Background: an optimization exercise with open tools, aiming at small area. Do not read the settings as production practice. At most, simulation tests tie the RTL to the original design; equivalence was not proved. Only the layout flow was run in run 1; the RTL was not checked for function there. Power is estimated from default activity; no workload was simulated.

==> flow/design.v <==
`timescale 1ns/10ps
`default_nettype none
package sm_data_pkg;
    typedef logic [32-1:0] word_t;
    typedef logic [$clog2(32+1)-1:0] shcnt_t;
    typedef logic [5-1:0] pc_t;
endpackage
`default_nettype wire
`timescale 1ns/10ps
`default_nettype none
package sm_isa_pkg;
    typedef enum logic [15-13:0] {
        OP_JMP       = 3'd0,
        OP_WAIT      = 3'd1,
        OP_IN        = 3'd2,
        OP_OUT       = 3'd3,
        OP_PUSH_PULL = 3'd4,
        OP_MOV       = 3'd5,
        OP_IRQ       = 3'd6,
        OP_SET       = 3'd7
    } opcode_e;
    typedef enum logic [7-5:0] {
        COND_ALWAYS        = 3'd0,
        COND_X_ZERO        = 3'd1,
        COND_X_DEC         = 3'd2,
        COND_Y_ZERO        = 3'd3,
        COND_Y_DEC         = 3'd4,
        COND_X_NE_Y        = 3'd5,
        COND_PIN           = 3'd6,
        COND_OSR_NOT_EMPTY = 3'd7
    } jmp_cond_e;
    typedef enum logic [7-5:0] {
        MOV_PINS = 3'd0,
        MOV_X    = 3'd1,
        MOV_Y    = 3'd2,
        MOV_NULL = 3'd3,
        MOV_EXEC = 3'd4,
        MOV_PC   = 3'd5,
        MOV_ISR  = 3'd6,
        MOV_OSR  = 3'd7
    } mov_opnd_e;
    typedef enum logic [7-5:0] {
        OUT_X    = 3'd1,
        OUT_Y    = 3'd2,
        OUT_NULL = 3'd3
    } out_dest_e;
    typedef struct packed {
        opcode_e                             op;
        logic [13-7-2:0]   delay;
        logic [7-5:0]    dst;
        logic [4-0:0]  operand;
    } instr_t;
endpackage
`default_nettype wire
`timescale 1ns/10ps
`default_nettype none
module sm_top (
    input  logic               clk,
    input  logic               rst,
    input  sm_isa_pkg::instr_t instruction,
    output sm_data_pkg::pc_t   pc,
    input  logic               shift_dir,
    input  sm_data_pkg::word_t tx_data,
    input  logic               tx_valid,
    output logic               tx_ready,
    output sm_data_pkg::word_t rx_data,
    output logic               rx_valid,
    input  logic               rx_ready
);
    logic [2:0]  op;
    logic [2:0]  dst;
    logic [4:0]  opnd;
    assign op   = instruction[15:13];
    assign dst  = instruction[7:5];
    assign opnd = instruction[4:0];
    logic [31:0] x, y, osr;
    logic        y_valid, osr_valid;
    logic [5:0]  cnt;
    logic [31:0] mem [4];
    logic [1:0]  rd_ptr, wr_ptr;
    logic [2:0]  count;
    assign rx_data  = x;
    assign tx_ready = !count[2];
    assign rx_valid = (op == 3'd4) && !dst[2];
    logic fifo_empty;
    assign fifo_empty = (count == 3'd0);
    logic is_jmp, is_out, is_pull, is_mov, is_set;
    assign is_jmp  = (op == 3'd0);
    assign is_out  = (op == 3'd3) && !dst[2] && (dst[1:0] != 2'd0);
    assign is_pull = (op == 3'd4) && dst[2];
    assign is_mov  = (op == 3'd5);
    assign is_set  = (op == 3'd7);
    logic src_ok;
    assign src_ok = (opnd[2:0] == 3'd1) || (opnd[2:0] == 3'd2) ||
                    (opnd[2:0] == 3'd3) || (opnd[2:0] == 3'd7);
    logic bx, by, bo, br;
    always_comb begin
        bx = 1'b0;
        by = 1'b0;
        bo = 1'b0;
        br = 1'b0;
        if (is_jmp) begin
            bx = (dst == 3'd1) || (dst == 3'd2) || (dst == 3'd5);
            by = ((dst == 3'd3) || (dst == 3'd4)) && y_valid;
        end else if (is_mov) begin
            bx = (opnd[2:0] == 3'd1);
            by = (opnd[2:0] == 3'd2) && y_valid;
            bo = (opnd[2:0] == 3'd7) && osr_valid;
        end else if (is_pull) begin
            bx = 1'b1;
        end else if (is_out) begin
            bo = shift_dir && osr_valid;
            br = !shift_dir && osr_valid;
        end
    end
    logic pop, stall, push;
    assign pop   = is_pull && !fifo_empty;
    assign stall = (op == 3'd4) && dst[0] && (dst[2] ? fifo_empty : !rx_ready);
    assign push  = tx_valid && !count[2];
    logic o_b;
    assign o_b = (is_pull && fifo_empty && !dst[0]) || (is_mov && src_ok && dst == 3'd7);
    logic load;
    assign load = pop || o_b;
    logic [4:0] ramt;
    logic [5:0] nfield;
    assign ramt   = is_out ? (shift_dir ? (5'd0 - opnd) : opnd) : 5'd0;
    assign nfield = is_out ? {(opnd == 5'd0) || !osr_valid, opnd} : {load || !osr_valid, 5'd0};
    logic [31:0] b, zlow, rot, lowmask, keep;
    logic        b_zero;
    sm_zpre u_zpre (.en(is_jmp), .b(b), .zlow(zlow), .zero(b_zero));
    logic [31:0] r1, r2, r3, r4;
    sm_rstage #(.K(1),  .INV(1)) u_r0 (.a(osr), .s(ramt[0]), .y(r1));
    sm_rstage #(.K(2),  .INV(1)) u_r1 (.a(r1),  .s(ramt[1]), .y(r2));
    sm_rstage #(.K(4),  .INV(1)) u_r2 (.a(r2),  .s(ramt[2]), .y(r3));
    sm_rstage #(.K(8),  .INV(1)) u_r3 (.a(r3),  .s(ramt[3]), .y(r4));
    sm_rstage #(.K(16), .INV(0)) u_r4 (.a(r4),  .s(ramt[4]), .y(rot));
    sm_therm u_therm (.n(nfield), .lt(lowmask));
    sm_keep  u_keep  (.lowmask(lowmask), .dir(shift_dir), .keep(keep));
    logic x_ne_y;
    sm_neq u_neq (.a(x), .b(y), .ne(x_ne_y));
    logic [5:0] cnt_sum;
    logic [5:0] cnt_sat;
    assign cnt_sum = {1'b0, cnt[4:0]} + {1'b0, opnd};
    assign cnt_sat = {cnt[5] || cnt_sum[5] || (opnd == 5'd0), cnt_sum[4:0]};
    logic take_jump;
    always_comb begin
        case (dst)
            3'd0: take_jump = 1'b1;
            3'd1: take_jump = b_zero;
            3'd2: take_jump = !b_zero;
            3'd3: take_jump = b_zero;
            3'd4: take_jump = !b_zero;
            3'd5: take_jump = y_valid ? x_ne_y : !b_zero;
            3'd6: take_jump = 1'b0;
            default: take_jump = !cnt[5];
        endcase
    end
    logic [4:0] pc_next;
    assign pc_next = stall ? pc : ((is_jmp && take_jump) ? opnd : pc + 5'd1);
    logic w_set;
    assign w_set = is_set;
    logic wx, wy;
    assign wx = (is_jmp && dst == 3'd2) || ((is_out || is_set) && dst == 3'd1) ||
                (is_mov && src_ok && dst == 3'd1);
    assign wy = (is_jmp && dst == 3'd4) || ((is_out || is_set) && dst == 3'd2) ||
                (is_mov && src_ok && dst == 3'd2);
    logic [3:0] rsel;
    always_comb begin
        for (int k = 0; k < 4; k++) rsel[k] = pop && (rd_ptr == 2'(k));
    end
    logic [31:0] w, x_next, osr_next;
    for (genvar i = 0; i < 32; i++) begin : g_bit
        sm_bsel u_bsel (
            .x(x[i]), .y(y[i]), .osr(osr[i]), .rot(rot[i]),
            .bx(bx), .by(by), .bo(bo), .br(br), .b(b[i])
        );
        if (i < 5) begin : g_low
            sm_wsel_imm u_wsel (
                .b(b[i]), .zlow(zlow[i]), .lm(lowmask[i]), .imm(opnd[i]),
                .full(!is_out), .w_set(w_set), .w(w[i])
            );
        end else begin : g_high
            sm_wsel u_wsel (
                .b(b[i]), .zlow(zlow[i]), .lm(lowmask[i]), .full(!is_out), .w(w[i])
            );
        end
        sm_hmux u_xmux (.s(wx), .a(w[i]), .h(x[i]), .y(x_next[i]));
        sm_omux u_omux (
            .e0(mem[0][i]), .e1(mem[1][i]), .e2(mem[2][i]), .e3(mem[3][i]), .rsel(rsel),
            .b(b[i]), .o_b(o_b), .rot(rot[i]), .keep(keep[i]), .y(osr_next[i])
        );
    end
    always_ff @(posedge clk or posedge rst) begin
        if (rst) begin
            pc  <= '0;
            x   <= '0;
            y_valid   <= 1'b0;
            osr_valid <= 1'b0;
            cnt <= 6'd32;
        end else begin
            pc  <= pc_next;
            x   <= x_next;
            if (wy) y_valid <= 1'b1;
            osr_valid <= 1'b1;
            if (load)        cnt <= 6'd0;
            else if (is_out) cnt <= cnt_sat;
        end
    end
    always_ff @(posedge clk) begin
        osr <= osr_next;
        if (wy) y <= w;
    end
    assign wr_ptr = rd_ptr + count[1:0];
    always_ff @(posedge clk) begin
        if (push) begin
            mem[wr_ptr] <= tx_data;
        end
    end
    always_ff @(posedge clk or posedge rst) begin
        if (rst) begin
            rd_ptr <= '0;
            count  <= '0;
        end else begin
            if (pop)  rd_ptr <= rd_ptr + 2'd1;
            case ({push, pop})
                2'b10:   count <= count + 3'd1;
                2'b01:   count <= count - 3'd1;
                default: count <= count;
            endcase
        end
    end
endmodule
module sm_bsel (
    input  logic x,
    input  logic y,
    input  logic osr,
    input  logic rot,
    input  logic bx,
    input  logic by,
    input  logic bo,
    input  logic br,
    output logic b
);
    assign b = (bx & x) | (by & y) | (bo & osr) | (br & rot);
endmodule
module sm_zpre (
    input  logic        en,
    input  logic [31:0] b,
    output logic [31:0] zlow,
    output logic        zero
);
    logic [8:0] gz;
    assign gz[0] = en;
    for (genvar g = 0; g < 8; g++) begin : g_grp
        assign gz[g+1]      = gz[g] & ~|b[4*g+3:4*g];
        assign zlow[4*g]    = gz[g];
        assign zlow[4*g+1]  = gz[g] & ~b[4*g];
        assign zlow[4*g+2]  = gz[g] & ~|b[4*g+1:4*g];
        assign zlow[4*g+3]  = gz[g] & ~|b[4*g+2:4*g];
    end
    assign zero = gz[8];
endmodule
module sm_rstage #(
    parameter int K   = 1,
    parameter int INV = 1
) (
    input  logic [31:0] a,
    input  logic        s,
    output logic [31:0] y
);
    logic [31:0] r;
    assign r = {a[31-K:0], a[31:32-K]};
    for (genvar i = 0; i < 32; i++) begin : g_bit
        assign y[i] = (INV != 0) ^ (s ? r[i] : a[i]);
    end
endmodule
module sm_therm (
    input  logic [5:0]  n,
    output logic [31:0] lt
);
    logic [1:0]  l1;
    logic [3:0]  l2;
    logic [7:0]  l3;
    logic [15:0] l4;
    logic        n54;
    assign l1  = {1'b0, n[0]};
    assign n54 = n[5] | n[4];
    for (genvar j = 0; j < 2; j++) begin : g_l2
        assign l2[j]   = n[1] | l1[j];
        assign l2[j+2] = n[1] & l1[j];
    end
    for (genvar j = 0; j < 4; j++) begin : g_l3
        assign l3[j]   = n[2] | l2[j];
        assign l3[j+4] = n[2] & l2[j];
    end
    for (genvar j = 0; j < 8; j++) begin : g_l4
        assign l4[j]   = n[3] | l3[j];
        assign l4[j+8] = n[3] & l3[j];
    end
    for (genvar j = 0; j < 16; j++) begin : g_l5
        assign lt[j]    = n54 | l4[j];
        assign lt[j+16] = n[5] | (n[4] & l4[j]);
    end
endmodule
module sm_keep (
    input  logic [31:0] lowmask,
    input  logic        dir,
    output logic [31:0] keep
);
    for (genvar i = 0; i < 32; i++) begin : g_bit
        assign keep[i] = ~(dir ? lowmask[31-i] : lowmask[i]);
    end
endmodule
module sm_neq (
    input  logic [31:0] a,
    input  logic [31:0] b,
    output logic        ne
);
    assign ne = (a != b);
endmodule
module sm_wsel (
    input  logic b,
    input  logic zlow,
    input  logic lm,
    input  logic full,
    output logic w
);
    assign w = (b & (lm | full)) ^ zlow;
endmodule
module sm_wsel_imm (
    input  logic b,
    input  logic zlow,
    input  logic lm,
    input  logic full,
    input  logic imm,
    input  logic w_set,
    output logic w
);
    assign w = ((b & (lm | full)) ^ zlow) | (w_set & imm);
endmodule
module sm_hmux (
    input  logic s,
    input  logic a,
    input  logic h,
    output logic y
);
    assign y = s ? a : h;
endmodule
module sm_omux (
    input  logic       e0,
    input  logic       e1,
    input  logic       e2,
    input  logic       e3,
    input  logic [3:0] rsel,
    input  logic       b,
    input  logic       o_b,
    input  logic       rot,
    input  logic       keep,
    output logic       y
);
    assign y = (rsel[0] & e0) | (rsel[1] & e1) | (rsel[2] & e2) | (rsel[3] & e3) |
               (o_b & b) | (rot & keep);
endmodule
`default_nettype wire
==> flow/flow/run.sh <==
#!/bin/bash
# The standard layout, with two changes: the port buffers are the
# smallest buffer cell, and clock tree synthesis uses small clock buffers in
# small clusters and adds no dummy loads.
set -euo pipefail
export BUFFER_PORTS_ARGS="-buffer_cell sky130_fd_sc_hd__buf_1"
export CTS_ARGS="-sink_clustering_enable -repair_clock_nets -dont_use_dummy_load -buf_list {sky130_fd_sc_hd__clkbuf_4} -sink_clustering_size 8 -sink_clustering_max_diameter 40"
bash standard.sh > standard.log 2>&1
==> flow/standard.sh <==
#!/bin/bash
# synth_recipe.tcl (not shown) runs the flow's synth.tcl, then flattens the netlist and writes it again
# the make line also repeats each setting of config.mk as NAME=value (left out here)
make -C /OpenROAD-flow-scripts/flow DESIGN_CONFIG=/design/flow/config.mk WORK_HOME=/design/flow/orfs CLKGATE_MAP_FILE= SYNTH_SCRIPT=/design/flow/synth_recipe.tcl "${@:-finish}"
==> flow/config.mk <==
export PLATFORM = sky130hd
export DESIGN_NAME = sm_top
export DESIGN_NICKNAME = sm_top
export VERILOG_FILES = /design/flow/design.v
export SDC_FILE = /design/flow/constraint.sdc
export NUM_CORES = 4
export LEC_CHECK = 0
export CAP_MARGIN = 20
export CORE_MARGIN = 2
export CORE_UTILIZATION = 50
export SLEW_MARGIN = 20
export SYNTH_HIERARCHICAL = 1
==> flow/constraint.sdc <==
create_clock -name core_clock -period 5.0 [get_ports {clk}]
set_input_delay 1.0000 -clock core_clock [delete_from_list [all_inputs] [get_ports {clk}]]
set_output_delay 1.0000 -clock core_clock [all_outputs]
set_load 0.01 [all_outputs]
==> notes.md, run 1 <==
- The number of antenna violations at the first check in global routing is 1.
- The part of the power in the clock network is 19.3%.
- The cell row count is 61.
- The endpoint of the worst register-to-register path is pc[2]$_DFFE_PP0N_.
- In this run, synthesis inferred 160 flip-flops with an integrated enable.
- The count of nets left with antenna violations after detail routing is 0.
- The area of the die is slightly below 0.03 mm^2.
- The initial detailed-routing violation count is 895.
- The count of final hold-check violations was 0.
- During placement, the flow inserted port buffers numbering 86.
- The total number of clock tree sinks is 242.
- Summed over all layers, the global routing overflow is 0.
- The die boundary width is 172 um.
- The final weighted congestion in routability-driven placement is 0.963.
- Leaving out fill and tap cells, the most frequent cell in the layout is buf_4.
- Between clock sinks in the finished design, the worst skew comes to 0.106 ns.
- The tightest min-delay check is of the register to register type.
- The top flip-flop cell by instance count after synthesis is edfxtp_1.
- After detailed routing, the average wire length per cell comes to about 23 um.
- The multiplexer share of the synthesized area is 18.7%.
- The worst max-slew margin expressed relative to the limit is about 28%.
- In the routed design, unresolved DRC markers number 0.
- The fraction of the mapped netlist area in compound gates is 14.3%.
- The depth of the most critical reg-to-reg path is 16.
- The flow ran to the end and the layout has no timing, DRC or antenna violations.
- The met1 capacity usage during global routing is 40.6%.
- In the final design database the tool counted around 1.5k nets.
- The post-synthesis adder-cell area fraction is 1.87%.
- The number of H-tree branching levels is 2.
- Hold timing on the final database bottoms out at a slack of around 0.45 ns.
- The clock input transition at the sequential cells of the worst setup and hold paths is 0.08 ns.
- In the layout the commonest cells are buf_4, edfxtp_1, mux2i_1.
- The met3 usage is a little under 5%.
- The finished cells cover around 0.017 mm^2.
- Dividing total power by cell area gives a power density of 324 mW/mm^2.
- The synthesis-to-finish area growth is 17.3%.
- The synthesized design contains 242 register bits.
- The total routed wirelength is 40.6 mm.
- The footprint of the flip-flops and latches is 0.00670 mm^2.
- In this run, CTS created clock tree buffers numbering 42.
- The post-placement cell area is 0.0160 mm^2.
- The tool flagged a number of max-cap violations equal to 0.
- The Yosys step of the flow raised 7 warnings.
- The netlist uses 81 different library cells.
- The area occupied by multi-input gates is between 0.007 and 0.008 mm^2.
- The number of nets in the synthesized netlist is around 1.2k.
- Counting the fill cells in the layout gives 2,317.
- The worst flop-to-flop path startpoint is osr[26]$_DFF_P_.
- The signal arrival time at the worst endpoint is 5.34 ns.
- Cells with a size suffix above 1 make up approximately 28% of the layout.
- The vertical die dimension is 172 um.
- Global routing consumed, on the met2 layer, 40.4% of the routing resources.
- Setup violations remaining at the end of the flow were counted as 0.
- The power spent charging and discharging nets is 0.00177 W.
- The total area inside the core boundary comes to 0.0279 mm^2.
- In this run, the combinational gates consume between 20 and 30% of the power.
- The critical path is of the input pin to register type.
- The maximum number of pins on one net before global-route repair is 51.
- Setup repair after global routing left no endpoint under its margin.
- The worst-case IR drop observed on VDD is a little over 0.0002 V.
- The count of pins over their slew limit is 0.
- The slack of the worst reg-to-reg path is 1.23 ns.
- Net switching is 32.9% of the power.
- During I/O placement, the number of pins put on the boundary was 92.
- The count of hold buffers inserted by post-cts repair is 0.
- STA puts the critical path data required time at 5.54 ns.
- The library cell used as clock root buffer is clkbuf_4.
- The via count of the first global-routing pass is 10.2k.
- The post-layout minimum cycle time is roughly 4.8 ns.
- The startpoint kind of the worst setup timing path is an input pin.
- Timing would allow up to approximately 0.21 GHz.
- The largest driver fanout on the critical path is 14.
- The highest cell delay on the worst timing path is 0.88 ns.
- Summing over every cut layer, the via total after detailed routing is between 10k and 15k.
- After detailed routing, the number of vias per cell comes to around 6.
- The internal cell power is 0.00360 W.
- The start point of the worst hold path is mem[1][25]$_DFFE_PP_.
- The highest-delay cell along the critical path is nor2_2.
- The relative contribution of sequential cells to total power is between 50% and 60%.
- The worst path uses 96.1% of the clock period.
- TritonCTS built the clock tree.
- The cell count after synthesis is 1,146.
- The synthesized netlist occupies a cell area of 0.0141 mm^2.
- The capture endpoint of the worst hold path is osr[25]$_DFF_P_.
- The clock passes through at most 3 buffers.
- Summing the areas of all and, or, nand and nor instances in the mapped netlist gives a little under a tenth of the synthesized area.
- The depth of the worst hold-timing path is 2.
- The synthesized area per cell is between 10 and 15 um^2.
- The critical path endpoint category is a register.
- The most heavily used metal layer in global routing is met1.
- The async set-reset flop share out of synthesis is 20.7%.
- The first-pass GRT wire length is 59.5 mm.
- For the pin with the worst max-slew slack, the measured transition is 1.08 ns.
- The main combinational cell family by area after synthesis is multiplexers.
- The starting density of the core is 50.8%.
- The HPWL after detailed placement is a little over 30 mm.
- The count of TritonRoute iterations in the first routing pass is 5.
- The later pin in the worst-skew pair is clocked with a latency of 0.70 ns.
- The sequential cell area fraction in the yosys report is between 40 and 50%.
- Traced cell by cell, the critical path runs through buf_1 > inv_1 > ha_1 > nor3b_1 > ha_1 > mux2i_1 > nor2_2 > mux2_4 > a22oi_1 > nand2_1 > nor2_1 > nand4_1 > nor4_4 > buf_4 > inv_2 > o311a_1 > a211o_1 > nand4_1.
- In the global route stage, overall resource usage came out at 27.1%.
- The area share of xor/xnor cells in the synthesized design is 4.27%.
- The leakage power is 6.02 nW.
## logic make-up after synthesis
logic type	Yosys count
fa+ha+maj	20
simple gates	239
xor+xnor	69
mux	233
buf+inv	72
other cells	1
flops	242
compound gates	270
## worst max path at each step
stage                              start           endpoint  slack (ns)  cells after the start
after CTS                 instruction[6]  pc[0]$_DFFE_PP0N_        0.11                     22
after detailed placement  instruction[0]  pc[0]$_DFFE_PP0N_       -0.50                     19
after global placement    instruction[5]  pc[2]$_DFFE_PP0N_       -0.52                     22
final                     instruction[0]  pc[2]$_DFFE_PP0N_        0.20                     18
after global routing      instruction[6]    x[18]$_DFF_PP0_        0.01                     23
after floorplan           instruction[6]  pc[2]$_DFFE_PP0N_       -0.07                     23
## per-stage QoR
stage	setup WS (ns)	TNS (ns)	instances	utilization [%]	total power, W
floorplan	-0.0743	-0.109	1146	-	0.00374
global placement	-0.519	-12.86	1734	57.6	0.00430
detailed placement	-0.497	-11.44	1734	57.6	0.00435
CTS	0.114	0	1776	58.7	0.00538
global route	0.0102	0	1784	59.6	0.00567
finish	0.196	0	1784	59.6	0.00537
## metal layers
layer / share of wire [%] / vias up
met4: 1.9 / 0
met1: 47 / 5203
met2: 44 / 366
li1: - / 4994
met3: 6.8 / 61
met5: 0 / -
## repair_timing
item | CTS | global route
setup buffers | 0 | 2
setup endpoints to repair | 0 | 8
gates resized for setup | 0 | 25
## per-module statistics from Yosys, one instance, submodules excluded, excerpt
module       flops+latches  times used  cell area, um^2
sm_wsel_imm              0           5             31.3
sm_neq                   0           1              347
sm_bsel                  0          32             18.8
sm_top                 242           1             8030
sm_therm                 0           1              370
sm_zpre                  0           1              383
sm_hmux                  0          32             15.0
sm_omux                  0          32             27.5
sm_keep                  0           1              377
sm_wsel                  0          27             17.5
## cells in the mapped netlist, types with 3 or more instances
master / count / share of area [%]
a211o_1: 6 / 0.37
a21boi_0: 6 / 0.32
a21o_1: 5 / 0.27
a21oi_1: 13 / 0.46
a22oi_1: 160 / 8.5
and2_1: 8 / 0.35
buf_12: 3 / 0.42
buf_2: 11 / 0.39
buf_4: 7 / 0.37
buf_6: 7 / 0.56
buf_8: 15 / 1.6
dfrtp_1: 49 / 8.7
dfxtp_1: 32 / 4.5
edfxtp_1: 160 / 34
ha_1: 17 / 1.5
inv_1: 26 / 0.69
mux2_4: 62 / 6.6
mux2i_1: 168 / 12
nand2_1: 64 / 1.7
nand2b_1: 8 / 0.35
nand3_1: 39 / 1.4
nand3b_1: 3 / 0.16
nand4_1: 17 / 0.75
nand4b_1: 3 / 0.19
nor2_1: 31 / 0.82
nor2b_1: 5 / 0.22
nor3_1: 18 / 0.64
nor3b_1: 5 / 0.27
nor4_1: 12 / 0.53
nor4_2: 3 / 0.27
o211ai_1: 8 / 0.42
o21ai_0: 8 / 0.28
o21ai_1: 8 / 0.28
o21ai_2: 33 / 2.0
o21bai_1: 5 / 0.27
xnor2_1: 67 / 4.1
## critical path, delay by kind of cell
kind / cells / cell delay, ns
muxes: 2 / 0.60
AOI/OAI and AO/OA: 3 / 0.95
buffers and inverters: 4 / 0.40
adders and majority gates: 2 / 0.47
and+or+nand+nor: 7 / 1.92
## power by group through the flow
stage	registers (W)	logic (W)	clock network [W]
after floorplan	0.00280	0.000935	0
after global placement	0.00280	0.00150	0
after detailed placement	0.00282	0.00153	0
after CTS	0.00277	0.00154	0.00108
after global routing	0.00283	0.00169	0.00115
final	0.00278	0.00156	0.00103
## layout make-up
type | count | area share (%)
multi-input cells | 833 | 43.3
flip-flops and latches | 242 | 40.4
repair buffers | 261 | 11.0
well taps | 378 | 2.85
clock buffers | 42 | 1.90
inverters | 27 | 0.611
diodes | 1 | 0.0151
## sequential cells by signal (all words and copies together), names as in the netlist
register / flops
osr: 32
count: 3
rd_ptr: 2
y: 32
osr_valid: 1
y_valid: 1
x: 32
mem: 128
cnt: 6
pc: 5
==> inputs of run 2 (changes only) <==
--- a/flow/design.v
+++ b/flow/design.v
@@ -76,3 +76,3 @@
     logic [31:0] x, y, osr;
-    logic        y_valid, osr_valid;
+    logic        x_valid, y_valid, osr_valid;
     logic [5:0]  cnt;
@@ -81,3 +81,3 @@
     logic [2:0]  count;
-    assign rx_data  = x;
+    assign rx_data  = x & {32{x_valid}};
     assign tx_ready = !count[2];
@@ -102,6 +102,6 @@
         if (is_jmp) begin
-            bx = (dst == 3'd1) || (dst == 3'd2) || (dst == 3'd5);
-            by = ((dst == 3'd3) || (dst == 3'd4)) && y_valid;
+            bx = ((dst == 3'd1) || (dst == 3'd2) || (dst == 3'd5)) && x_valid;
+            by = ((dst == 3'd3) || (dst == 3'd4) || (dst == 3'd5)) && y_valid;
         end else if (is_mov) begin
-            bx = (opnd[2:0] == 3'd1);
+            bx = (opnd[2:0] == 3'd1) && x_valid;
             by = (opnd[2:0] == 3'd2) && y_valid;
@@ -109,3 +109,3 @@
         end else if (is_pull) begin
-            bx = 1'b1;
+            bx = x_valid;
         end else if (is_out) begin
@@ -127,5 +127,5 @@
     assign nfield = is_out ? {(opnd == 5'd0) || !osr_valid, opnd} : {load || !osr_valid, 5'd0};
-    logic [31:0] b, zlow, rot, lowmask, keep;
+    logic [31:0] b, b0, zlow, rot, lowmask, keep;
     logic        b_zero;
-    sm_zpre u_zpre (.en(is_jmp), .b(b), .zlow(zlow), .zero(b_zero));
+    sm_zpre u_zpre (.en(is_jmp), .b(b0), .zlow(zlow), .zero(b_zero));
     logic [31:0] r1, r2, r3, r4;
@@ -152,3 +152,3 @@
             3'd4: take_jump = !b_zero;
-            3'd5: take_jump = y_valid ? x_ne_y : !b_zero;
+            3'd5: take_jump = (x_valid && y_valid) ? x_ne_y : !b_zero;
             3'd6: take_jump = 1'b0;
@@ -170,3 +170,3 @@
     end
-    logic [31:0] w, x_next, osr_next;
+    logic [31:0] w, osr_next;
     for (genvar i = 0; i < 32; i++) begin : g_bit
@@ -174,3 +174,3 @@
             .x(x[i]), .y(y[i]), .osr(osr[i]), .rot(rot[i]),
-            .bx(bx), .by(by), .bo(bo), .br(br), .b(b[i])
+            .bx(bx), .by(by), .bo(bo), .br(br), .b0(b0[i]), .b(b[i])
         );
@@ -186,3 +186,2 @@
         end
-        sm_hmux u_xmux (.s(wx), .a(w[i]), .h(x[i]), .y(x_next[i]));
         sm_omux u_omux (
@@ -195,3 +194,3 @@
             pc  <= '0;
-            x   <= '0;
+            x_valid   <= 1'b0;
             y_valid   <= 1'b0;
@@ -201,3 +200,3 @@
             pc  <= pc_next;
-            x   <= x_next;
+            if (wx) x_valid <= 1'b1;
             if (wy) y_valid <= 1'b1;
@@ -210,2 +209,3 @@
         osr <= osr_next;
+        if (wx) x <= w;
         if (wy) y <= w;
@@ -241,5 +241,7 @@
     input  logic br,
+    output logic b0,
     output logic b
 );
-    assign b = (bx & x) | (by & y) | (bo & osr) | (br & rot);
+    assign b0 = (bx & x) | (by & y) | (bo & osr);
+    assign b  = b0 | (br & rot);
 endmodule
@@ -340,10 +342,2 @@
 endmodule
-module sm_hmux (
-    input  logic s,
-    input  logic a,
-    input  logic h,
-    output logic y
-);
-    assign y = s ? a : h;
-endmodule
 module sm_omux (
==> run 2 against run 1 <==
Compared with the run above:
- area after synthesis is 0.51% lower
- synthesized cell count rose by 2.3%
- largest cell class is now sequential cells
- cell area is 7.5% lower
- worst hold slack gained 0.015 ns
- clock skew is 0.041 ns lower
- fmax rose by 9.7%
- critical path depth rose by 1
- first-iteration DRC count increased by 20%
- utilization decreased by 4.3 points
- non-clock buffer count down 108
- still clean on timing, DRC and antenna
- die area shrank 0.50%
==> notes.md, run 2 <==
- The run finished with no timing, DRC or antenna violations.
- The sequential cell area fraction in the yosys report was 48.9% (+1.6 points).
- The number of buffers created by CTS was 42 (unchanged).
- In this design, the largest share of critical-path delay is due to compound AO/OA/AOI/OAI gates.
- The area of the die is 0.0295 mm^2 (-0.50%).
- The data required time of the worst path is 5.47 ns (-0.07 ns).
- TritonCTS built the clock tree.
- The number of warning messages in the yosys log is 7 (unchanged).
- The post-synthesis adder-cell area fraction is 1.88% (+0.0096 points).
- The maximum achievable frequency is 0.228 GHz (+9.7%).
- The clock insertion delay at the later pin of the skew report is 0.65 ns (-0.05 ns).
- The register name with the most flops is mem.
- The async set-reset flop share out of synthesis is 7.82% (-13 points).
- The count of state elements after synthesis was 243 (+0.41%).
- The count of unresolved DRC violations after routing is 0 (unchanged).
- The average routed wire per standard cell is 23.3 um (+2.3%).
- The highest cell delay on the worst timing path is 0.68 ns (-0.20 ns).
- The routed length on met1 is 18.8 mm (-2.1%).
- The number of post-CTS setup repair buffers was 0 (unchanged).
- The capture endpoint of the worst hold path is osr[15]$_DFF_P_.
- The number of flip-flops under the largest register name came to 128 (unchanged).
- The power per standard cell area was 331 mW/mm^2 (+2.3%).
- The placed cell count is 1,657 (-4.4%).
- The startpoint identified for the worst hold timing path is mem[3][15]$_DFFE_PP_.
- The number of H-tree branching levels is 2 (unchanged).
- The library cells used most frequently in the layout, excluding fill and tap cells, are edfxtp_1, mux2i_1, nand2_1.
- The clock input transition at the sequential cells of the worst setup and hold paths is 0.08 ns (about the same).
- The root buffer cell chosen for the clock tree is clkbuf_4.
- The total length of routed met2 wires is 16.8 mm (-5.7%).
- The die boundary width is 172 um (-0.25%).
- The signal arrival time at the worst endpoint is 4.85 ns (-0.49 ns).
- The depth of the most critical reg-to-reg path was 14 (-2).
- The buffering stage count on the worst path with inverters included is 5 (+1).
- The share of cells above drive strength 1 is 16.2% (-11 points).
- The mapped cell area is 0.0141 mm^2 (-0.51%).
- The total number of vias came to 10.3k (-3.1%).
- The number of flops mapped to enable cells by yosys is 192 (+20%).
- The first-pass GRT wire length is 58.4 mm (-1.9%).
- The area share of xor/xnor cells in the synthesized design is 4.36% (+0.084 points).
- The count of nets left with antenna violations after detail routing is 0 (unchanged).
- By area the synthesized netlist is led by edfxtp_1, mux2i_1, a22oi_1, dfxtp_1, xnor2_1.
- The vertical die dimension was 172 um (-0.25%).
- The critical path endpoint category is a register.
- The post-layout minimum cycle time is 4.38 ns (-0.424 ns).
- On the critical path, the stage with the largest delay is an instance of a222oi_1.
- The worst hold-check slack came to 0.463 ns (+0.0147 ns).
- The depth of the worst hold-timing path came to 2 (unchanged).
- The initial detailed-routing violation count is 1,072 (+20%).
- By area, the combinational part of the netlist is dominated by multiplexers.
- The core box area came to 0.0278 mm^2 (-0.27%).
- The cell with the most instances on the worst path is buf_4.
- Setup repair after global routing left no endpoint under its margin.
- In this run the worst hold path is classified as register to register.
- The clock skew is 0.0648 ns (-0.0411 ns).
- The total routing resource utilization after global routing came to 26.8% (-0.28 points).
- The count of pins over their slew limit came to 0 (unchanged).
- The count of TritonRoute iterations in the first routing pass is 6 (+1).
- The leakage power was 5.50 nW (-8.6%).
- The final layout net count is 1,395 (-5.7%).
- The slack of the worst reg-to-reg path came to 0.85 ns (-0.38 ns).
- The worst flop-to-flop path startpoint is x_valid$_DFFE_PP0P_.
- The post-route clock period utilization came to 87.6% (-8.5 points).
- The worst max-slew margin expressed relative to the limit is 40.3% (+13 points).
- The synthesized area per cell is 12.0 um^2 (-2.7%).
- The setup total negative slack is 0 ns (unchanged).
- The fraction of synthesized cell area taken by the top area cell type was 41.0% (+7.0 points).
- The slew at the pin with the worst max-slew slack is 0.895 ns (-0.190 ns).
- The setup path with the least slack is of type input pin to register.
- The count of final hold-check violations is 0 (unchanged).
- The cell row count was 61 (unchanged).
- The starting density of the core is 50.7% (-0.12 points).
- The number of top-level pins is 92 (unchanged).
- The via count of the first global-routing pass is 9,494 (-6.5%).
- The number of antenna violations at the first check in global routing is 1 (unchanged).
- The basic-gate share of the synthesized area counting and, or, nand and nor cells was 10.9% (+1.6 points).
- The synthesis-to-finish area growth is 9.01%.
- The routed via count divided by cell count is 6.06 (+1.7%).
- The count of hold buffers inserted by post-cts repair was 0 (unchanged).
- The total number of clock tree sinks is 243 (+0.41%).
- The peak supply drop is 0.000327 V (+59%).
- The total of max-cap violations is 0 (unchanged).
- STA classifies the critical path startpoint as an input pin.
- The count of input and output buffers is 86 (unchanged).
- Ranked by instance count, the synthesized netlist is headed by edfxtp_1, mux2i_1, nand2_1.
- In the post-synthesis netlist, the cell with the most instances is edfxtp_1.
- The fraction of the mapped netlist area in compound gates came to 13.2% (-1.1 points).
- The post-cts repair resize count came to 0 (unchanged).
- The critical path goes through buf_1 > buf_4 > ha_1 > nand2_1 > nor2_1 > a21oi_1 > nor2_2 > buf_4 > a222oi_1 > inv_1 > nor4_1 > nand2_1 > nor4_1 > buf_4 > maj3_2 > mux2i_2 > o21ai_4 > mux2i_1 > a2bb2oi_1.
- The largest driver fanout on the critical path is 20 (+6).
- The post-synthesis net count is 1,244 (+2.1%).
- In the synthesized netlist the dominant register cell turns out to be edfxtp_1.
- The highest metal layer carrying signal wires in the routed design is met4.
- The maximum clock path buffer count was 3 (unchanged).
- The detailed-routed wire length on met3 is 3.23 mm (+17%).
- The total of endpoints with negative setup slack in the final report is 0 (unchanged).
- The final cell count without fillers is 1,700 (-4.7%).
- The HPWL after detailed placement was 29.6 mm (-3.5%).
- Leaving out fill and tap cells, the most frequent cell in the layout is edfxtp_1.
- The count of different cell masters after synthesis is 76 (-6.2%).
- The final weighted congestion in routability-driven placement was 0.923 (-4.2%).
- The maximum number of pins on one net before global-route repair is 42 (-18%).
- The biggest area contributor in the post-synthesis netlist is edfxtp_1.
- The endpoint identified for the worst register-to-register timing path is pc[2]$_DFFE_PP0N_.
- The cell count after synthesis was 1,172 (+2.3%).
- The multiplexer share of the synthesized area is 15.7% (-3.0 points).
- The total routed wirelength was 39.5 mm (-2.6%).
- The total congestion overflow after global routing came to 0 (unchanged).
## run 2: cell count changes in the layout (fill, tap and decap cells not counted), sizes merged, moves of 33 or more
| cell | change |
|---|---|
| mux2 | -33 |
| a22oi | -63 |
| nand2 | +34 |
| buf | -106 |
| inv | +33 |
## run 2: final cells by class
class	count	area, um^2
diodes	1	2.50
fillers	2473	12400
repair buffers	153	865
clock buffers	42	315
well taps	378	473
multi-input cells	823	6580
flip-flops and latches	243	6880
inverters	60	225
## run 2: worst max path at each step
stage / from / end / cells after the start
floorplan: instruction[15] / pc[0]$_DFFE_PP0N_ / 14
global placement: instruction[1] / pc[1]$_DFFE_PP0N_ / 19
finish: instruction[1] / pc[2]$_DFFE_PP0N_ / 19
global route: instruction[1] / pc[2]$_DFFE_PP0N_ / 17
CTS: instruction[1] / pc[2]$_DFFE_PP0N_ / 17
detailed placement: instruction[1] / pc[2]$_DFFE_PP0N_ / 17
## run 2: Yosys stat by module, one instance, submodules excluded, excerpt
module | cells inside | area, um^2
sm_top | 461 | 8360
sm_therm | 64 | 370
sm_omux | 4 | 27.5
sm_neq | 43 | 347
sm_wsel_imm | 4 | 31.3
sm_bsel | 4 | 21.3
sm_keep | 36 | 377
sm_zpre | 58 | 383
sm_wsel | 2 | 17.5
## run 2: metal layers
layer  GRT usage (%)  up-vias
li1                -     4773
met1            41.7     5063
met2            38.5      406
met3            4.81       54
met4            6.28        0
met5               0        -
## run 2: cell families (layout without fill, tap and decap cells)
kind of cell,Yosys count,count (layout)
muxes,205,205
and+or+nand+nor,291,291
buffers and inverters,106,255
DFF,243,243
other,1,2
xor gates and xnor gates,70,70
adders and majority gates,20,20
AOI/OAI and AO/OA,236,236
## run 2: report_power, final
group          internal (W)  switching (W)
Combinational      0.000478       0.000792
Clock              0.000385       0.000653
Sequential          0.00257       0.000208
Total               0.00343        0.00165
## run 2: worst register-to-register path, stage by stage (launching register included)
cell and delay [ns]:
dfrtp_1 0.70, inv_1 0.18, a31oi_2 0.09, buf_12 0.21
a222oi_1 0.51, inv_1 0.18, nor4_4 0.33, nand4_1 0.23
nor4_1 0.41, buf_4 0.21, maj3_2 0.19, mux2i_2 0.08
o21ai_4 0.33, mux2i_1 0.25, a2bb2oi_1 0.09
## run 2: stage by stage
stage	setup slack (ns)	power, W	util (%)	instance area [um^2]
after floorplan	0.0534	0.00361	-	14100
after global placement	0.130	0.00405	54.1	15000
after detailed placement	0.114	0.00408	54.1	15000
after CTS	0.744	0.00511	55.2	15300
after global routing	0.369	0.00534	55.2	15300
final	0.621	0.00508	55.2	15300
==> inputs of run 3 (changes only) <==
--- a/flow/config.mk
+++ b/flow/config.mk
@@ -9,3 +9,4 @@
 export CORE_MARGIN = 2
-export CORE_UTILIZATION = 50
+export CORE_UTILIZATION = 40
+export PLACE_DENSITY = 0.8
 export SLEW_MARGIN = 20
==> run 3 against run 2 <==
Compared with the run above:
- still clean on timing, DRC and antenna
- total power is 1.1% lower
- worst setup slack worse by 0.011 ns
- critical path depth is 2 lower
- combinational power hardly changed
- critical path type unchanged
- largest power group unchanged
==> notes.md, run 3 <==
- The total of endpoints with negative setup slack in the final report was 0 (unchanged).
- The post-synthesis net count is 1,244 (unchanged).
- The most numerous cell type found on the critical path is buf_4.
- The power spent charging and discharging nets came to 0.00164 W (-0.66%).
- The share of cells above drive strength 1 is 15.0% (-1.2 points).
- The fraction of synthesized cell area taken by the top area cell type is 41.0% (unchanged).
- In this run the critical register-to-register path is captured at pc[3]$_DFFE_PP0N_.
- The count of hold buffers inserted by post-cts repair is 0 (unchanged).
- The buffering stage count on the worst path with inverters included is 5 (unchanged).
- The number of warning messages in the yosys log is 7 (unchanged).
- The data required time of the worst path is 5.48 ns (about the same).
- The initial detailed-routing violation count is 1,379 (+29%).
- The post-route clock period utilization is 87.8% (+0.22 points).
- The tightest min-delay check is of the register to register type.
- The footprint of the flip-flops and latches is 0.00688 mm^2 (unchanged).
- The cell count after synthesis came to 1,172 (unchanged).
- Setup repair after global routing left no endpoint under its margin.
- The placed cell count was 1,719 (+3.7%).
- TritonCTS built the clock tree.
- The net switching fraction of the power came to 32.6% (+0.13 points).
- The die boundary width was 192 um (+12%).
- The via count of the first global-routing pass is 9,878 (+4.0%).
- The sequential cell area fraction in the yosys report is 48.9% (unchanged).
- The vertical die dimension is 192 um (+12%).
- Leaving out fill and tap cells, the most frequent cell in the layout is edfxtp_1.
- The clock skew is 0.0532 ns (-0.0116 ns).
- The cell row count is 68 (+11%).
- The slew at the pin with the worst max-slew slack is 0.980 ns (+0.0851 ns).
- The count of pins over their slew limit came to 0 (unchanged).
- The clock input transition at the sequential cells of the worst setup and hold paths is 0.09 ns (about the same).
- The maximum number of pins on one net before global-route repair is 42 (unchanged).
- The flow ran to the end and the layout has no timing, DRC or antenna violations.
- The largest driver fanout on the critical path is 32 (+60%).
- Among all flip-flop cells after synthesis, the most frequent one is edfxtp_1.
- The post-layout minimum cycle time is 4.39 ns (+0.0111 ns).
- The area occupied by multi-input gates is 0.00660 mm^2 (+0.23%).
- The depth of the worst hold-timing path was 2 (unchanged).
- The setup total negative slack is 0 ns (unchanged).
- The post-cts repair resize count was 0 (unchanged).
- The capture endpoint of the worst hold path is osr[1]$_DFF_P_.
- The relative contribution of sequential cells to total power was 54.8% (+0.2 points).
- The fraction of power consumed by combinational cells came to 25.6% (+0.6 points).
- The clock insertion delay at the later pin of the skew report is 0.63 ns (-0.02 ns).
- The main combinational cell family by area after synthesis is multiplexers.
- The final weighted congestion in routability-driven placement is 0.961 (+4.1%).
- The depth of the most critical reg-to-reg path is 15 (+1).
- The number of top-level pins is 92 (unchanged).
- The part of the power in the clock network is 19.6% (-0.8 points).
- The basic-gate share of the synthesized area counting and, or, nand and nor cells came to 10.9% (unchanged).
- The count of unresolved DRC violations after routing came to 0 (unchanged).
- mem holds more flip-flops than any other register.
- The signal arrival time at the worst endpoint came to 4.87 ns (+0.02 ns).
- The count of nets left with antenna violations after detail routing is 0 (unchanged).
- The synthesized area per cell was 12.0 um^2 (unchanged).
- The total routing resource utilization after global routing is 20.8% (-6.0 points).
- The maximum achievable frequency is 0.228 GHz (-0.25%).
- The area of the die is 0.0367 mm^2 (+24%).
- STA classifies the critical path startpoint as an input pin.
- The worst register-to-register path begins at x_valid$_DFFE_PP0P_.
- The first-pass GRT wire length is 58.3 mm (about the same).
- The area share of xor/xnor cells in the synthesized design is 4.36% (unchanged).
- By area the synthesized netlist is led by edfxtp_1, mux2i_1, a22oi_1, dfxtp_1, xnor2_1.
- The worst setup path is captured at a register.
- The count of different cell masters after synthesis is 76 (unchanged).
- The number of flops mapped to enable cells by yosys was 192 (unchanged).
- The total congestion overflow after global routing is 0 (unchanged).
- The HPWL after detailed placement was 28.9 mm (-2.3%).
- The cell family with the largest share of critical-path delay is compound AO/OA/AOI/OAI gates.
- The number of antenna violations at the first check in global routing is 1 (unchanged).
- The mapped cell area is 0.0141 mm^2 (unchanged).
- The leakage power came to 5.43 nW (-1.3%).
- The worst max-slew margin expressed relative to the limit was 34.4% (-5.9 points).
- The number of H-tree branching levels is 2 (unchanged).
- The total number of clock tree sinks came to 243 (unchanged).
- The average routed wire per standard cell is 21.9 um (-5.8%).
- The post-placement setup slack is 0.113 ns (-0.00178 ns).
- The power per standard cell area is 328 mW/mm^2 (-0.92%).
- The library cell used as clock root buffer is clkbuf_4.
- The fraction of the mapped netlist area in compound gates came to 13.2% (unchanged).
- The slack of the worst reg-to-reg path is 1.03 ns (+0.18 ns).
- The async set-reset flop share out of synthesis is 7.82% (unchanged).
- The top cell types in the final layout, fill and taps aside, are edfxtp_1, mux2i_1, nand2_1.
- The multiplexer share of the synthesized area came to 15.7% (unchanged).
- The number of filler instances in the final layout was 3,228 (+31%).
- The peak supply drop is 0.000143 V (-56%).
- The total routed wirelength was 38.5 mm (-2.5%).
- The worst hold-check slack came to 0.468 ns (+0.00455 ns).
- By count the netlist is led by edfxtp_1, mux2i_1, nand2_1.
- The number of flip-flops under the largest register name is 128 (unchanged).
- The most used standard cell by instance count after synthesis is edfxtp_1.
- The final cell count without fillers is 1,760 (+3.5%).
- The critical path goes through buf_1 > buf_4 > and2b_1 > o21ai_1 > a31oi_2 > buf_4 > a222oi_1 > inv_1 > nor4_1 > nand2_1 > nor4_1 > buf_4 > maj3_2 > mux2i_2 > o21ai_4 > mux2i_1 > a2bb2oi_1.
- The total of max-cap violations was 0 (unchanged).
- The startpoint identified for the worst hold timing path is mem[3][1]$_DFFE_PP_.
- The routed via count divided by cell count is 5.86 (-3.3%).
- The count of final hold-check violations came to 0 (unchanged).
- The synthesis-to-finish area growth is 8.86%.
- The final setup slack of the worst path came to 0.610 ns (-0.0111 ns).
- The post-synthesis adder-cell area fraction is 1.88% (unchanged).
- The maximum clock path buffer count is 3 (unchanged).
- The highest cell delay on the worst timing path came to 0.70 ns (+0.02 ns).
- The count of state elements after synthesis is 243 (unchanged).
- The total number of vias was 10.3k (+0.097%).
- The number of buffers created by CTS was 38 (-9.5%).
- edfxtp_1 takes more of the synthesized area than any other cell.
- The highest-delay cell along the critical path is a222oi_1.
- The number of post-CTS setup repair buffers is 0 (unchanged).
- The final layout net count came to 1,378 (-1.2%).
- The internal cell power was 0.00339 W (-1.2%).
- The starting density of the core was 40.7% (-10 points).
- The count of input and output buffers is 86 (unchanged).
- The count of TritonRoute iterations in the first routing pass is 8 (+2).
- The path type of the worst setup path is input pin to register.
- The core box area is 0.0346 mm^2 (+25%).
==> run 3: cells by family after synthesis <==
kind of cell               Yosys count
AOI/OAI and AO/OA                  236
xor gates and xnor gates            70
adders and majority gates           20
buffers and inverters              106
DFF                                243
muxes                              205
other                                1
and+or+nand+nor                    291
==> run 3: power groups by stage <==
stage                     combinational (W)  sequential [W]  clock, W
after detailed placement            0.00127         0.00279         0
after global routing                0.00140         0.00278   0.00109
final                               0.00129         0.00276  0.000984
after CTS                           0.00128         0.00275   0.00101
after floorplan                    0.000863         0.00274         0
after global placement              0.00123         0.00278         0
==> run 3: worst max path at each step <==
stage                    startpoint                end  slack [ns]  depth (start not counted)
floorplan           instruction[15]  pc[0]$_DFFE_PP0N_        0.05                         14
finish               instruction[5]  pc[3]$_DFFE_PP0N_        0.61                         17
global route         instruction[0]  pc[3]$_DFFE_PP0N_        0.37                         17
detailed placement   instruction[5]  pc[3]$_DFFE_PP0N_        0.11                         17
CTS                  instruction[5]  pc[3]$_DFFE_PP0N_        0.76                         17
global placement     instruction[0]  pc[3]$_DFFE_PP0N_        0.19                         17
==> run 3: area by class of cell <==
type	count	share of cell area, %
Tap cell	455	3.71
Sequential cell	243	44.9
Inverter	60	1.47
Timing Repair Buffer	140	4.97
Clock buffer	38	1.86
Multi-Input combinational cell	823	43.1
Antenna cell	1	0.0163
==> run 3: Yosys stat by module, one instance, submodules excluded, excerpt <==
module	flip-flops and latches	area (um^2)	cells	copies in the design
sm_neq	0	347	43	1
sm_omux	0	27.5	4	32
sm_keep	0	377	36	1
sm_bsel	0	21.3	4	32
sm_zpre	0	383	58	1
sm_wsel	0	17.5	2	27
sm_top	243	8360	461	1
==> run 3: per-layer routing <==
layer  vias up  GRT usage, %  wire length, um
li1       4719             -                -
met1      4944          28.7            16200
met2       549          32.0            17100
met3        94          4.02             3560
met4         0          8.93             1610
met5         -             0                0
==> run 3: tightest hold or removal path, delay by kind of cell, from the launching register on <==
kind               cells  cell delay (ns)
and+or+nand+nor        1             0.08
AOI/OAI and AO/OA      1             0.06
DFF                    1             0.33
==> run 3: through the flow <==
stage	cell area, um^2	power, W	util (%)
floorplan	14100	0.00361	-
global placement	15000	0.00401	43.3
detailed placement	15000	0.00407	43.3
CTS	15300	0.00504	44.1
global route	15300	0.00527	44.3
finish	15300	0.00503	44.3
==> inputs of run 4 (changes only) <==
--- a/flow/config.mk
+++ b/flow/config.mk
@@ -10,3 +10,2 @@
 export CORE_UTILIZATION = 40
-export PLACE_DENSITY = 0.8
 export SLEW_MARGIN = 20
==> run 4 against run 3 <==
Compared with the run above:
- critical path depth down 1
- via count down 0.32%
- worst setup slack better by 0.18 ns
- critical path type unchanged
- critical endpoint unchanged
- largest power group unchanged
- highest routed layer unchanged
==> notes.md, run 4 <==
- The run finished with no timing, DRC or antenna violations.
- The clock insertion delay at the later pin of the skew report is 0.67 ns (+0.04 ns).
- The count of state elements after synthesis was 243 (unchanged).
- The starting density of the core is 40.7% (unchanged).
- The initial detailed-routing violation count is 1,323 (-4.1%).
- The via count of the first global-routing pass is 9,842 (-0.36%).
- The internal cell power is 0.00344 W (+1.5%).
- The synthesized area per cell is 12.0 um^2 (unchanged).
- The post-layout minimum cycle time is 4.21 ns (-0.183 ns).
- Leaving out fill and tap cells, the most frequent cells in the layout are edfxtp_1, mux2i_1, nand2_1.
- After synthesis, the cell types taking the most area are edfxtp_1, mux2i_1, a22oi_1, dfxtp_1, xnor2_1.
- The count of nets left with antenna violations after detail routing is 0 (unchanged).
- The first-pass GRT wire length was 61.3 mm (+5.2%).
- The post-cts repair resize count is 0 (unchanged).
- The net switching fraction of the power came to 32.8% (+0.18 points).
- The share of cells above drive strength 1 is 16.3% (+1.3 points).
- The cell count after synthesis is 1,172 (unchanged).
- The number of top-level pins was 92 (unchanged).
- The leakage power came to 5.51 nW (+1.5%).
- The count of TritonRoute iterations in the first routing pass came to 6 (-2).
- The clock input transition at the sequential cells of the worst setup and hold paths came to 0.09 ns (about the same).
- The relative contribution of sequential cells to total power is 54.1% (-0.7 points).
- The power spent charging and discharging nets was 0.00168 W (+2.3%).
- The depth of the most critical reg-to-reg path came to 15 (unchanged).
- In the synthesized netlist the dominant register cell turns out to be edfxtp_1.
- The layer flagged by global routing as most heavily used is met2.
- The total routed wirelength was 41.1 mm (+6.7%).
- The met1 capacity usage during global routing is 33.5% (+4.9 points).
- STA classifies the critical path endpoint as a register.
- Setup repair after global routing left no endpoint under its margin.
- The cell row count was 68 (unchanged).
- By area, the combinational part of the netlist is dominated by multiplexers.
- The met3 usage was 3.67% (-0.35 points).
- The routed via count divided by cell count was 5.77 (-1.4%).
- The mapped cell area is 0.0141 mm^2 (unchanged).
- The register name with the most flops is mem.
- The core box area was 0.0346 mm^2 (unchanged).
- The count of different cell masters after synthesis is 76 (unchanged).
- The basic-gate share of the synthesized area counting and, or, nand and nor cells is 10.9% (unchanged).
- The number of flops mapped to enable cells by yosys is 192 (unchanged).
- The fraction of power consumed by combinational cells is 25.2% (-0.4 points).
- The sequential cell area fraction in the yosys report is 48.9% (unchanged).
- The largest area contributor in the synthesized netlist is edfxtp_1.
- The fraction of synthesized cell area taken by the top area cell type came to 41.0% (unchanged).
- The number of post-CTS setup repair buffers was 0 (unchanged).
- The number of antenna violations at the first check in global routing is 1 (unchanged).
- The setup path with the least slack is of type input pin to register.
- The final weighted congestion in routability-driven placement came to 0.961 (about the same).
- The maximum achievable frequency is 0.238 GHz (+4.4%).
- The total of max-cap violations is 0 (unchanged).
- The root buffer cell chosen for the clock tree is clkbuf_4.
- The area of the die is 0.0367 mm^2 (unchanged).
- The HPWL after detailed placement is 30.6 mm (+6.0%).
- The post-placement cell area is 0.0151 mm^2 (+0.77%).
- The power per standard cell area is 331 mW/mm^2 (+1.0%).
- The post-route clock period utilization is 84.1% (-3.7 points).
- The part of the power in the clock network is 20.7% (+1.1 points).
- Counting instances in the post-synthesis netlist gives the leading cell types as edfxtp_1, mux2i_1, nand2_1.
- The count of unresolved DRC violations after routing is 0 (unchanged).
- The async set-reset flop share out of synthesis is 7.82% (unchanged).
- The peak supply drop is 0.000144 V (+1.4%).
- The post-synthesis net count is 1,244 (unchanged).
- The worst hold-check path type is input pin to async pin.
- The total number of clock tree sinks is 243 (unchanged).
- The vertical die dimension is 192 um (unchanged).
- The count of hold buffers inserted by post-cts repair is 0 (unchanged).
- The slew at the pin with the worst max-slew slack is 1.10 ns (+0.117 ns).
- The maximum clock path buffer count is 3 (unchanged).
- The multiplexer share of the synthesized area was 15.7% (unchanged).
- The number of H-tree branching levels came to 2 (unchanged).
- The fraction of the mapped netlist area in compound gates came to 13.2% (unchanged).
- The die boundary width is 192 um (unchanged).
- The area share of xor/xnor cells in the synthesized design is 4.36% (unchanged).
- The startpoint kind of the worst setup timing path is an input pin.
- The final layout net count is 1,398 (+1.5%).
- The finished layout cell area is 0.0154 mm^2 (+0.73%).
- The maximum number of pins on one net before global-route repair came to 42 (unchanged).
- The total of endpoints with negative setup slack in the final report is 0 (unchanged).
- The count of pins over their slew limit is 0 (unchanged).
- TritonCTS built the clock tree.
- The number of flip-flops under the largest register name came to 128 (unchanged).
- The count of input and output buffers was 86 (unchanged).
- The post-synthesis adder-cell area fraction is 1.88% (unchanged).
- The largest driver fanout on the critical path is 32 (unchanged).
- The area growth from synthesis to layout is 9.66%.
- The clock skew is 0.0597 ns (+0.00651 ns).
- The number of warning messages in the yosys log is 7 (unchanged).
- The total congestion overflow after global routing is 0 (unchanged).
- The met2 demand-to-capacity share in global routing was 33.6% (+1.6 points).
- The number of buffers created by CTS is 43 (+13%).
- The most used standard cell by instance count after synthesis is edfxtp_1.
- The commonest non-fill, non-tap cell in the layout is edfxtp_1.
- The data required time of the worst path is 5.52 ns (+0.04 ns).
- The average routed wire per standard cell came to 23.1 um (+5.5%).
- The signal arrival time at the worst endpoint is 4.73 ns (-0.14 ns).
- The total routing resource utilization after global routing was 22.4% (+1.5 points).
- The setup total negative slack is 0 ns (unchanged).
- The count of final hold-check violations came to 0 (unchanged).
- The total number of vias is 10.3k (-0.32%).
- The worst max-slew margin expressed relative to the limit came to 26.5% (-7.9 points).
==> run 4: cell types whose count changed in the layout (fill, tap and decap cells not counted) <==
cell       before  now
buf_12          2    1
nor2_2          3    4
nor2_4          7    6
o2bb2ai_2       0    1
clkbuf_4       38   43
o2bb2ai_4       1    0
buf_4          51   68
buf_8           1    0
==> run 4: layer usage <==
| layer | vias to the layer above | routed length (um) |
|---|---|---|
| li1 | 4775 | - |
| met1 | 5032 | 19400 |
| met2 | 402 | 17900 |
| met3 | 64 | 3030 |
| met4 | 0 | 820 |
| met5 | - | 0 |
==> run 4: final timing paths <==
path                                       from                    end  slack, ns
min in group core_clock    mem[1][13]$_DFFE_PP_        osr[13]$_DFF_P_       0.45
max                              instruction[6]      pc[3]$_DFFE_PP0N_       0.79
min reg2reg                mem[1][13]$_DFFE_PP_        osr[13]$_DFF_P_       0.45
max reg2reg                 x_valid$_DFFE_PP0P_      pc[3]$_DFFE_PP0N_       1.20
max in group asynchronous                   rst  rd_ptr[0]$_DFFE_PP0P_       4.03
min                                         rst   count[1]$_DFFE_PP0P_       0.45
==> run 4: Yosys stat by module (local to each module, per instance), a selection <==
module / times used / area [um^2] / flops+latches / cells
sm_top: 1 / 8360 / 243 / 461
sm_keep: 1 / 377 / 0 / 36
sm_therm: 1 / 370 / 0 / 64
sm_neq: 1 / 347 / 0 / 43
sm_omux: 32 / 27.5 / 0 / 4
sm_bsel: 32 / 21.3 / 0 / 4
==> run 4: critical path, stage by stage <==
cell and delay [ns]:
buf_1 0.27, and2b_1 0.24, o21ai_1 0.16, a31oi_2 0.10, buf_4 0.25, a222oi_1 0.56
inv_1 0.11, nor3_1 0.31, nand4_1 0.25, nor4_1 0.34, buf_4 0.19, maj3_2 0.19
mux2i_2 0.08, o21ai_4 0.33, mux2i_1 0.24, a2bb2oi_1 0.09
==> run 4: per-stage QoR <==
step	hold WS [ns]	total power [W]	util (%)	setup slack [ns]	instances
after detailed placement	0.462	0.00410	43.6	0.141	1736
after floorplan	0.451	0.00361	-	0.0534	1172
after global routing	0.471	0.00539	44.6	0.610	1780
after global placement	0.460	0.00406	43.6	0.243	1736
final	0.449	0.00512	44.6	0.793	1780
after CTS	0.436	0.00516	44.6	0.856	1779
==> run 4: kinds of logic (layout without fill, tap and decap cells) <==
logic type               Yosys count  count (layout)
XOR/XNOR                          70              70
multiplexers                     205             205
AO/OA/AOI/OAI                    236             236
adder cells (fa/ha/maj)           20              20
buffers and inverters            106             258
AND/OR/NAND/NOR                  291             291
flip-flops                       243             243
other                              1               2
==> run 4: cell type report <==
| class | count | area, um^2 |
|---|---|---|
| Fill cell | 3266 | 19200 |
| Sequential cell | 243 | 6880 |
| Multi-Input combinational cell | 823 | 6580 |
| Timing Repair Buffer | 155 | 855 |
| Tap cell | 455 | 569 |
| Clock buffer | 43 | 323 |
| Inverter | 60 | 225 |
| Antenna cell | 1 | 2.50 |
==> run 4: power by group through the flow <==
| stage | Combinational (W) | Sequential (W) | Clock, W |
|---|---|---|---|
| final | 0.00129 | 0.00277 | 0.00106 |
| after global routing | 0.00141 | 0.00280 | 0.00118 |
| after CTS | 0.00130 | 0.00276 | 0.00111 |
| after detailed placement | 0.00129 | 0.00281 | 0 |
| after global placement | 0.00126 | 0.00280 | 0 |
| after floorplan | 0.000863 | 0.00274 | 0 |
==> inputs of run 5 (changes only) <==
--- a/flow/design.v
+++ b/flow/design.v
@@ -127,5 +127,5 @@
     assign nfield = is_out ? {(opnd == 5'd0) || !osr_valid, opnd} : {load || !osr_valid, 5'd0};
-    logic [31:0] b, b0, zlow, rot, lowmask, keep;
+    logic [31:0] b, nb0, zlow, rot, lowmask, keep;
     logic        b_zero;
-    sm_zpre u_zpre (.en(is_jmp), .b(b0), .zlow(zlow), .zero(b_zero));
+    sm_zpre u_zpre (.en(is_jmp), .nb(nb0), .zlow(zlow), .zero(b_zero));
     logic [31:0] r1, r2, r3, r4;
@@ -174,3 +174,3 @@
             .x(x[i]), .y(y[i]), .osr(osr[i]), .rot(rot[i]),
-            .bx(bx), .by(by), .bo(bo), .br(br), .b0(b0[i]), .b(b[i])
+            .bx(bx), .by(by), .bo(bo), .br(br), .nb0(nb0[i]), .b(b[i])
         );
@@ -241,7 +241,7 @@
     input  logic br,
-    output logic b0,
+    output logic nb0,
     output logic b
 );
-    assign b0 = (bx & x) | (by & y) | (bo & osr);
-    assign b  = b0 | (br & rot);
+    assign nb0 = ~((bx & x) | (by & y) | (bo & osr));
+    assign b   = ~nb0 | (br & rot);
 endmodule
@@ -249,3 +249,3 @@
     input  logic        en,
-    input  logic [31:0] b,
+    input  logic [31:0] nb,
     output logic [31:0] zlow,
@@ -253,2 +253,4 @@
 );
+    logic [31:0] b;
+    assign b = ~nb;
     logic [8:0] gz;
==> run 5 against run 4 <==
Compared with the run above:
- register-to-register slack worse by 0.16 ns
- fmax decreased by 4.9%
- largest power group unchanged
- flip-flop and latch count unchanged
- wire length decreased by 1.6%
- utilization about the same
- sequential power about the same
- largest cell class unchanged
- clock skew grew 0.018 ns
- area after synthesis is 0.74% lower
- die area decreased by 0.72%
==> notes.md, run 5 <==
- The worst hold-check slack is 0.451 ns (+0.00169 ns).
- The average routed wire per standard cell came to 23.0 um (-0.60%).
- The core box area is 0.0345 mm^2 (-0.49%).
- The clock skew was 0.0778 ns (+0.0181 ns).
- The total routed wirelength is 40.5 mm (-1.6%).
- In the layout the commonest cells are edfxtp_1, mux2i_1, nand2_1.
- The total number of clock tree sinks is 243 (unchanged).
- The most used standard cell by instance count after synthesis is edfxtp_1.
- The register name with the most flops is mem.
- The async set-reset flop share out of synthesis is 7.82% (unchanged).
- The number of top-level pins came to 92 (unchanged).
- The count of final hold-check violations was 0 (unchanged).
- The post-layout minimum cycle time came to 4.42 ns (+0.215 ns).
- The slew at the pin with the worst max-slew slack is 0.997 ns (-0.100 ns).
- The count of TritonRoute iterations in the first routing pass is 6 (unchanged).
- The post-synthesis adder-cell area fraction is 1.89% (+0.014 points).
- The via count of the first global-routing pass came to 9,729 (-1.1%).
- The number of warning messages in the yosys log is 7 (unchanged).
- The placed cell count is 1,720 (-0.92%).
- The final weighted congestion in routability-driven placement is 0.929 (-3.3%).
- The worst hold-check path type is register to register.
- The die boundary width is 191 um (-0.36%).
- After synthesis, the largest family of logic cells by area is multiplexers.
- The area of the die was 0.0364 mm^2 (-0.72%).
- The leakage power was 5.36 nW (-2.9%).
- The first-pass GRT wire length is 60.3 mm (-1.8%).
- The fraction of synthesized cell area taken by the top area cell type came to 41.3% (+0.30 points).
- The largest driver fanout on the critical path is 16 (-50%).
- The basic-gate share of the synthesized area counting and, or, nand and nor cells is 10.9% (-0.080 points).
- The count of unresolved DRC violations after routing is 0 (unchanged).
- The count of hold buffers inserted by post-cts repair is 0 (unchanged).
- The final cell count without fillers is 1,762 (-1.0%).
- The mapped cell area came to 0.0140 mm^2 (-0.74%).
- The finished layout cell area is 0.0154 mm^2 (-0.49%).
- The initial detailed-routing violation count is 1,235 (-6.7%).
- The fraction of the mapped netlist area in compound gates is 13.3% (+0.098 points).
- The peak supply drop is 0.000153 V (+6.0%).
- The tree is rooted in a clkbuf_4.
- The count of pins over their slew limit is 0 (unchanged).
- Of all cell types, the one taking the most synthesized area is edfxtp_1.
- The total number of vias is 10.1k (-1.6%).
- The total routing resource utilization after global routing is 22.2% (-0.19 points).
- The data required time of the worst path is 5.51 ns (about the same).
- The number of H-tree branching levels is 2 (unchanged).
- The post-cts repair resize count is 0 (unchanged).
- The total of max-cap violations was 0 (unchanged).
- The clock input transition at the sequential cells of the worst setup and hold paths is 0.08 ns (about the same).
- The critical path goes through buf_1 > and2b_1 > o21ai_1 > a31oi_2 > buf_4 > a222oi_1 > and3_1 > nand3_1 > nor3_1 > buf_4 > maj3_2 > mux2i_2 > o21ai_4 > mux2i_1 > a21oi_1.
- The number of antenna violations at the first check in global routing is 1 (unchanged).
- The cell row count came to 68 (unchanged).
- The starting density of the core came to 40.6% (-0.10 points).
- The worst setup path is captured at a register.
- The critical path is of the input pin to register type.
- The synthesis-to-finish area growth is 9.93%.
- The setup total negative slack was 0 ns (unchanged).
- STA classifies the critical path startpoint as an input pin.
- In the post-synthesis netlist, the biggest area contributors are edfxtp_1, mux2i_1, a22oi_1, dfxtp_1, xnor2_1.
- The clock tree from TritonCTS is built.
- On the critical path, the stage with the largest delay is an instance of a222oi_1.
- The HPWL after detailed placement came to 30.6 mm (-0.14%).
- The number of flops mapped to enable cells by yosys was 192 (unchanged).
- The multiplexer share of the synthesized area is 15.8% (+0.12 points).
- The signal arrival time at the worst endpoint is 4.94 ns (+0.21 ns).
- The count of different cell masters after synthesis is 73 (-3.9%).
- The run finished with no timing, DRC or antenna violations.
- The total congestion overflow after global routing is 0 (unchanged).
- The routed via count divided by cell count is 5.74 (-0.62%).
- The share of cells above drive strength 1 is 16.8% (+0.45 points).
- The commonest non-fill, non-tap cell in the layout is edfxtp_1.
- The power per standard cell area is 331 mW/mm^2 (-0.22%).
- The maximum number of pins on one net before global-route repair came to 42 (unchanged).
- Setup repair after global routing left no endpoint under its margin.
- The area share of xor/xnor cells in the synthesized design is 4.39% (+0.032 points).
- The post-placement cell area came to 0.0151 mm^2 (-0.41%).
- The number of post-CTS setup repair buffers was 0 (unchanged).
- The synthesized area per cell is 12.1 um^2 (+0.81%).
- The maximum clock path buffer count was 3 (unchanged).
- After synthesis, the most frequently instantiated cells are edfxtp_1, mux2i_1, nand2_1.
- The count of nets left with antenna violations after detail routing was 0 (unchanged).
- The cell count after synthesis was 1,154 (-1.5%).
- The final layout net count came to 1,380 (-1.3%).
- Among the stages of the critical path, the cell type that occurs most often is buf_4.
- Among all flip-flop cells after synthesis, the most frequent one is edfxtp_1.
- The worst max-slew margin expressed relative to the limit was 33.4% (+6.8 points).
- The post-synthesis net count was 1,226 (-1.4%).
- The count of state elements after synthesis came to 243 (unchanged).
- The highest cell delay on the worst timing path is 0.81 ns (+0.25 ns).
- The total of endpoints with negative setup slack in the final report was 0 (unchanged).
- The sequential cell area fraction in the yosys report is 49.3% (+0.36 points).
- The maximum achievable frequency is 0.226 GHz (-4.9%).
- The count of input and output buffers was 86 (unchanged).
- The vertical die dimension was 191 um (-0.36%).
- The post-route clock period utilization is 88.4% (+4.3 points).
- The number of buffers created by CTS is 41 (-4.7%).
- The clock insertion delay at the later pin of the skew report was 0.70 ns (+0.03 ns).
- The number of flip-flops under the largest register name is 128 (unchanged).
## run 5: cell count changes after synthesis, moves of 4 or more
cell,before,now
inv_1,57,32
nand2_1,98,106
nand3_1,41,46
nor2_1,31,27
nor3_1,14,19
nor4_1,12,2
## run 5: area by class of cell
class / instances / area (um^2)
diodes: 1 / 2.50
clock buffers: 41 / 308
flip-flops and latches: 243 / 6880
fillers: 3272 / 19100
well taps: 455 / 569
repair buffers: 159 / 910
multi-input cells: 828 / 6560
inverters: 35 / 131
## run 5: kinds of logic after synthesis
family,Yosys count
flops,243
other cells,1
mux,205
compound gates,236
xor+xnor,70
fa+ha+maj,20
simple gates,296
buf+inv,83
## run 5: metal layers
metal / wire (um) / GRT usage (%) / vias to the layer above
met4: 871 / 5.87 / 0
met2: 17400 / 32.7 / 398
li1: - / - / 4738
met5: 0 / 0 / -
met3: 3110 / 4.46 / 59
met1: 19100 / 33.0 / 4911
## run 5: final timing paths
kind / depth (start not counted) / slack [ns] / to / from
worst max-delay path: 15 / 0.58 / pc[1]$_DFFE_PP0N_ / instruction[6]
worst min-delay path: 2 / 0.45 / osr[12]$_DFF_P_ / mem[1][12]$_DFFE_PP_
worst max register to register: 14 / 1.04 / pc[1]$_DFFE_PP0N_ / x_valid$_DFFE_PP0P_
worst min register to register: 2 / 0.45 / osr[12]$_DFF_P_ / mem[1][12]$_DFFE_PP_
max in group asynchronous: 2 / 3.97 / osr_valid$_DFF_PP0_ / rst
min in group asynchronous: 2 / 0.48 / cnt[4]$_DFFE_PP0P_ / rst
## run 5: through the flow
step | setup WS [ns] | util (%) | total power [W]
2_1_floorplan | 0.0169 | - | 0.00360
3_3_place_gp | 0.0849 | 43.7 | 0.00405
3_5_place_dp | 0.0210 | 43.7 | 0.00408
4_1_cts | 0.725 | 44.6 | 0.00511
5_1_grt | 0.341 | 44.6 | 0.00535
6_report | 0.578 | 44.6 | 0.00508
## run 5: worst max-delay path, delay by kind of cell
family / cells / cell delay (ns)
AO/OA/AOI/OAI: 5 / 1.75
AND/OR/NAND/NOR: 4 / 0.99
buffers and inverters: 3 / 0.67
multiplexers: 2 / 0.31
adder cells (fa/ha/maj): 1 / 0.19
## run 5: where the power goes
group | switching [W] | internal [W] | total, W
Combinational | 0.000804 | 0.000478 | 0.00128
Clock | 0.000656 | 0.000376 | 0.00103
Sequential | 0.000198 | 0.00257 | 0.00276
## run 5: Yosys stat by module (local to each module, per instance), a selection
module       cell area, um^2  flip-flops and latches
sm_top                  8360                     243
sm_zpre                  399                       0
sm_keep                  377                       0
sm_therm                 370                       0
sm_neq                   347                       0
sm_wsel_imm             31.3                       0
sm_omux                 27.5                       0
sm_bsel                 17.5                       0
sm_wsel                 17.5                       0

## afterwards: timing with drivers on the ports
The flow's constraints put no driver on any port. The routed layouts listed below were extracted and timed again, unchanged, in two steps.
Step 1, drivers: a clkbuf_16 drives clk and a buf_2 each remaining input, both assumed.
Step 2 also shifts input and output timing later by t, the mid clock arrival at the registers, as if the neighbouring blocks saw the same clock.
a / b / c = no drivers / after step 1 / after step 2; a / b = the first two.
run	t, ns	setup WS [ns]
run 1	0.690	0.196 / 0.218 / -0.472
run 2	0.669	0.621 / 0.647 / -0.022
run 3	0.653	0.610 / 0.635 / -0.018
run 4	0.684	0.793 / 0.809 / 0.125
run 5	0.711	0.578 / 0.606 / -0.105
With both steps, setup timing fails in run 1, run 2, run 3 and run 5, where it was met with ideal ports.
